From an optimization exercise on the open Yosys and OpenROAD flow, aimed at small area; shortcuts taken in it are not production practice. Only simulation tests tie the RTL to the original design; equivalence was not proved.

File: flow/design.v
module grf_trace #(
  parameter int TRACE_DEPTH = 4,
  parameter int TRACE_AW    = 2
) (
  input  logic                clk,
  input  logic                reset,
  input  logic [4:0]          ra1,
  input  logic [4:0]          ra2,
  output logic [31:0]         rd1,
  output logic [31:0]         rd2,
  input  logic                we,
  input  logic [4:0]          wa,
  input  logic [31:0]         wd,
  input  logic [31:0]         wpc,
  output logic                trace_valid,
  input  logic                trace_ready,
  output logic [31:0]         trace_pc,
  output logic [4:0]          trace_addr,
  output logic [31:0]         trace_data,
  output logic [TRACE_AW:0]   trace_count,
  output logic                trace_overflow
);
  typedef struct packed {
    logic [31:0] pc;
    logic [4:0]  addr;
    logic [31:0] data;
  } trace_ent_t;
  logic [31:0][31:0]   regs;
  localparam int ENT_W = 32 + 5 + 32;   
  logic [TRACE_DEPTH-1:0][ENT_W-1:0] fifo;
  logic [TRACE_AW-1:0] wr_ptr, rd_ptr;
  logic [TRACE_AW:0]   count;
  logic                push, pop, full, accept;
  assign push   = we && (wa != 5'd0);
  assign full   = (count == (TRACE_AW+1)'(TRACE_DEPTH));
  assign pop    = trace_valid && trace_ready;
  assign accept = push && (!full || pop);
  assign trace_valid = (count != '0);
  assign trace_count = count;
  trace_ent_t          head;
  assign head        = fifo[rd_ptr];
  assign trace_pc    = head.pc;
  assign trace_addr  = head.addr;
  assign trace_data  = head.data;
  always_comb begin
    rd1 = regs[ra1];
    if (ra1 == 5'd0)             rd1 = '0;
    else if (we && (wa == ra1))  rd1 = wd;
  end
  always_comb begin
    rd2 = regs[ra2];
    if (ra2 == 5'd0)             rd2 = '0;
    else if (we && (wa == ra2))  rd2 = wd;
  end
  always_ff @(posedge clk or posedge reset) begin
    if (reset) begin
      regs <= '0;
    end else if (push) begin
      regs[wa] <= wd;
    end
  end
  always_ff @(posedge clk or posedge reset) begin
    if (reset) begin
      wr_ptr         <= '0;
      rd_ptr         <= '0;
      count          <= '0;
      trace_overflow <= 1'b0;
      fifo           <= '0;
    end else begin
      if (accept) begin
        fifo[wr_ptr] <= {wpc, wa, wd};
        wr_ptr       <= wr_ptr + 1'b1;
      end
      if (pop) rd_ptr <= rd_ptr + 1'b1;
      case ({accept, pop})
        2'b10:   count <= count + 1'b1;
        2'b01:   count <= count - 1'b1;
        default: count <= count;
      endcase
      if (push && full && !pop) trace_overflow <= 1'b1;
    end
  end
endmodule
File: flow/run.sh
#!/bin/bash
# synth_recipe.tcl (not shown) runs the flow's synth.tcl, then flattens the netlist and writes it again
# the make line also repeats each setting of config.mk as NAME=value (left out here)
make -C /OpenROAD-flow-scripts/flow DESIGN_CONFIG=/design/flow/config.mk WORK_HOME=/design/flow/orfs CLKGATE_MAP_FILE= SYNTH_SCRIPT=/design/flow/synth_recipe.tcl finish
File: flow/config.mk
export PLATFORM = sky130hd
export DESIGN_NAME = grf_trace
export DESIGN_NICKNAME = grf_trace
export VERILOG_FILES = /design/flow/design.v
export SDC_FILE = /design/flow/constraint.sdc
export NUM_CORES = 4
export LEC_CHECK = 0
export CAP_MARGIN = 20
export CORE_MARGIN = 2
export CORE_UTILIZATION = 40
export SLEW_MARGIN = 20
File: flow/constraint.sdc
create_clock -name core_clock -period 6.0 [get_ports {clk}]
set_input_delay 1.2000 -clock core_clock [delete_from_list [all_inputs] [get_ports {clk}]]
set_output_delay 1.2000 -clock core_clock [all_outputs]
set_load 0.01 [all_outputs]
==> results.sh <==
export IMPL_drtAntennaViolNets=0
export IMPL_hold_violations=0
export IMPL_synth_ff_type="dfrtp_1"
export IMPL_synth_warnings=1
export IMPL_tightest_slew_ns=1.062
export IMPL_vias_per_cell=6.336
export IMPL_dp_hpwl_um=145000
export IMPL_hold_buffers=0
export IMPL_hp_class="register to register"
export IMPL_cts_buffers=149
export IMPL_combPwrFrac_pct=28.8
export IMPL_drive_gt1_share_pct=40.28
export IMPL_cp_arrival_ns=4.76
export IMPL_end_kind="primary output"
export IMPL_ys_types=61
export IMPL_synth_common_cells="dfrtp_1, mux2_2, mux4_2"
export IMPL_synthMostInstantiatedCell="dfrtp_1"
export IMPL_place_inst=7121
export IMPL_routed_wl_um=236000
export IMPL_clkSinkCount=1308
export IMPL_postLayoutCellArea_um2=78890
export IMPL_setup_violations=0
export IMPL_hold_path_end="regs[2]"
export IMPL_grt_pass1_vias=47364
export IMPL_n_fill_cell=14874
export IMPL_cp_slowest_cell="clkdlybuf4s50_1"
export IMPL_p_sw_share_pct=30.82
export IMPL_die_width_um=417.1
export IMPL_slew_viol_final=0
export IMPL_path_clk_slew_ns=0.06
export IMPL_peakVddDrop_mv=0.2596
export IMPL_synth_async_reset_ratio_pct=100.0
export IMPL_drcViolationCount=0
export IMPL_min_period_over_period_pct=99.27
export IMPL_required_ns=4.80
export IMPL_first_pass_iters=5
export IMPL_layout_setup_ws_ns=0.04395
export IMPL_slew_headroom_pct=28.84
export IMPL_power_density_nw_per_um2=403.1
export IMPL_clock_fmax_ghz=0.1679
export IMPL_vias=46855
export IMPL_pre_cts_slack_ns=0.06003
export IMPL_h_tree_depth=4
export IMPL_root_buffer="clkbuf_16"
export IMPL_p_clk_share_pct=30.3
export IMPL_max_stage_delay_ns=0.67
export IMPL_synth_seq_cells=1308
export IMPL_placed_cell_area_um2=73710
export IMPL_rsz0062_at_grt="false"
export IMPL_r2r_start="wr_ptr[0]"
export IMPL_die_area_um2=174000
export IMPL_r2r_end="fifo[61]"
export IMPL_cts_resized=0
export IMPL_cts_tree="yes"
export IMPL_finalClockSkew_ns=0.02467
export IMPL_crit_chain="clkdlybuf4s50_1 -> buf_4 -> xnor2_1 -> nand3_1 -> nor3_2 -> buf_12 -> nor3_1 -> buf_4 -> nor2_1 -> clkdlybuf4s50_1"
export IMPL_syn_instance_count=4961
export IMPL_initial_core_util_pct=40.29
export IMPL_grtUsageTotal_pct=26.95
export IMPL_grt_first_pass_wirelength_um=343500
export IMPL_min_from="regs[2]"
export IMPL_ff2ff_path_depth=6
export IMPL_grt_remaining_overflow=0
export IMPL_grt_max_degree=141
export IMPL_seqPwrFrac_pct=41.0
export IMPL_final_net_count=5144
export IMPL_synth_edf_count=0
export IMPL_crit_fanout=11
export IMPL_p_switching_mw=9.800
export IMPL_final_cells=7395
export IMPL_max_cap_violations=0
export IMPL_grt_antenna_before_repair=9
export IMPL_clock_path_buffers=3
export IMPL_clk_insertion_delay_late_ns=0.81
export IMPL_r2r_setup_slack_ns=3.15
export IMPL_holdWs_ns=0.3941
export IMPL_rows=151
export IMPL_internal_power_mw=22.00
export IMPL_synth_fp_nets=5051
export IMPL_ioPinCount=221
export IMPL_leakage_nw=34.13
export IMPL_avgSynthCellArea_um2=13.76
export IMPL_synthToLayoutAreaGrowth_pct=15.56
export IMPL_gp_congestion=0.8737
export IMPL_status="complete, no violations"
export IMPL_synth_top_cell_area_share_pct=47.94
export IMPL_hold_depth=0
export IMPL_fp_dieH_um=417.1
export IMPL_p_total_mw=31.80
export IMPL_dr_first_iter_drc_count=4862
export IMPL_netlist_top_cells_area="dfrtp_1, mux2_2, mux4_2"
export IMPL_ys_seq_area_share_pct=47.94
export IMPL_startpoint_type="input port"
export IMPL_postCtsSetupBuffers=0
export IMPL_routedWlPerCell_um=31.91
export IMPL_io_buffers=220
export IMPL_timing_worst_setup_path_type="input port to primary output"
export IMPL_netlist_area_um2=68270
export IMPL_synth_top_area_cell="dfrtp_1"
export IMPL_period_needed_ns=5.956
export IMPL_core_region_area_um2=169500
export IMPL_cp_startpoint="wa[0]"
[cells by family (layout without fill, tap and decap cells)]
| kind of cell | count (synthesis) | in the layout | synth area share, % |
|---|---|---|---|
| other cells | 0 | 1 | 0 |
| simple gates | 655 | 655 | 4.640 |
| xor+xnor | 16 | 16 | 0.2053 |
| compound gates | 710 | 710 | 7.747 |
| fa+ha+maj | 7 | 7 | 0.1393 |
| buf+inv | 554 | 769 | 3.783 |
| flops | 1308 | 1308 | 47.94 |
| mux | 1711 | 1711 | 35.54 |
[power by group through the flow]
stage          clock network [mW]  registers (mW)  logic [mW]
4_1_cts                      9.79            13.0        9.21
5_1_grt                      10.1            13.3        9.78
3_3_place_gp                    0            13.0        9.03
2_1_floorplan                   0            12.5        6.46
6_report                     9.63            13.0        9.15
3_5_place_dp                    0            13.1        9.17
[per-layer routing]
metal  wire length, um  global-route usage [%]  up-vias
li1                  -                       -    19069
met1             99820                   37.35    25253
met2            107300                   41.33     2030
met3             18320                   5.496      501
met4             10480                   11.18        2
met5                13                       0        -
[sequential cells by signal, indices dropped and copies added (netlist names)]
signal	flops
rd_ptr	2
wr_ptr	2
trace_overflow	1
fifo	276
count	3
regs	1024
[layout make-up]
class	instances	area, um2	share of cell area, %
Tap cell	2218	2775	3.518
Clock buffer	223	4481	5.679
Antenna cell	1	2.502	0.003172
Clock inverter	50	699.4	0.8865
Sequential cell	1308	32740	41.50
Multi-Input combinational cell	3099	33260	42.16
Inverter	18	71.32	0.09040
Timing Repair Buffer	478	4867	6.169
[cells in the final DEF (no fill, tap or decap), drive strengths merged, types with 16 or more instances in the layout]
cell              n
a2111oi          16
a211oi           76
a21oi            52
a221o            33
a221oi           42
a22o            213
a22oi            20
buf             266
clkbuf          224
clkdlybuf4s50   211
clkinv           28
dfrtp          1308
inv              25
mux2           1077
mux2i           180
mux4            454
nand2           219
nand2b           21
nand3            29
nor2            132
nor2b           113
nor3             59
nor4             22
o21ai           129
o22ai            57
[worst max-delay path: cells and delay by family]
| family | cells | cell delay (ns) |
|---|---|---|
| buffers and inverters | 5 | 1.98 |
| AND/OR/NAND/NOR | 4 | 1.41 |
| XOR/XNOR | 1 | 0.14 |
[stage by stage]
stage               setup TNS (ns)  utilization, %
floorplan                        -               -
global placement          -0.07262           43.48
detailed placement               0           43.49
CTS                              0           46.55
global route                     0           46.55
finish                           0           46.55
[worst max path at each step]
| stage | depth (start not counted) | to |
|---|---|---|
| 3_3_place_gp | 7 | rd2[6] |
| 3_5_place_dp | 10 | rd1[14] |
| 5_1_grt | 10 | rd1[14] |
| 2_1_floorplan | 1 | count[0] |
| 6_report | 10 | rd1[14] |
| 4_1_cts | 10 | rd1[14] |

-- re-timing with driven ports --
Ports are ideal in the flow. The routed layout listed here was re-timed in OpenROAD. Step 1 (the two cells are an assumption about what drives the block):
set clk [get_ports {clk}]
set_driving_cell -lib_cell sky130_fd_sc_hd__clkbuf_16 $clk
set_driving_cell -lib_cell sky130_fd_sc_hd__buf_2 [delete_from_list [all_inputs] $clk]
Step 2 moves the port delays by t, midway between the first and last clock arrival at a register: inputs arrive t later, outputs are due t later. That takes back most of the time a late clock gives input paths. Slacks: ideal / step 1 / step 2; pairs: ideal / step 1.
shift t [ns]: 0.887
setup slack, ns: 0.044 / 0.016 / 0.016
worst setup path at the end: input to output
cell pins on the clock port's net: 1
After both steps setup and hold are still met in this run. The setup slack of this run moves by -0.028 ns with the drivers and by -0.028 ns with both steps.
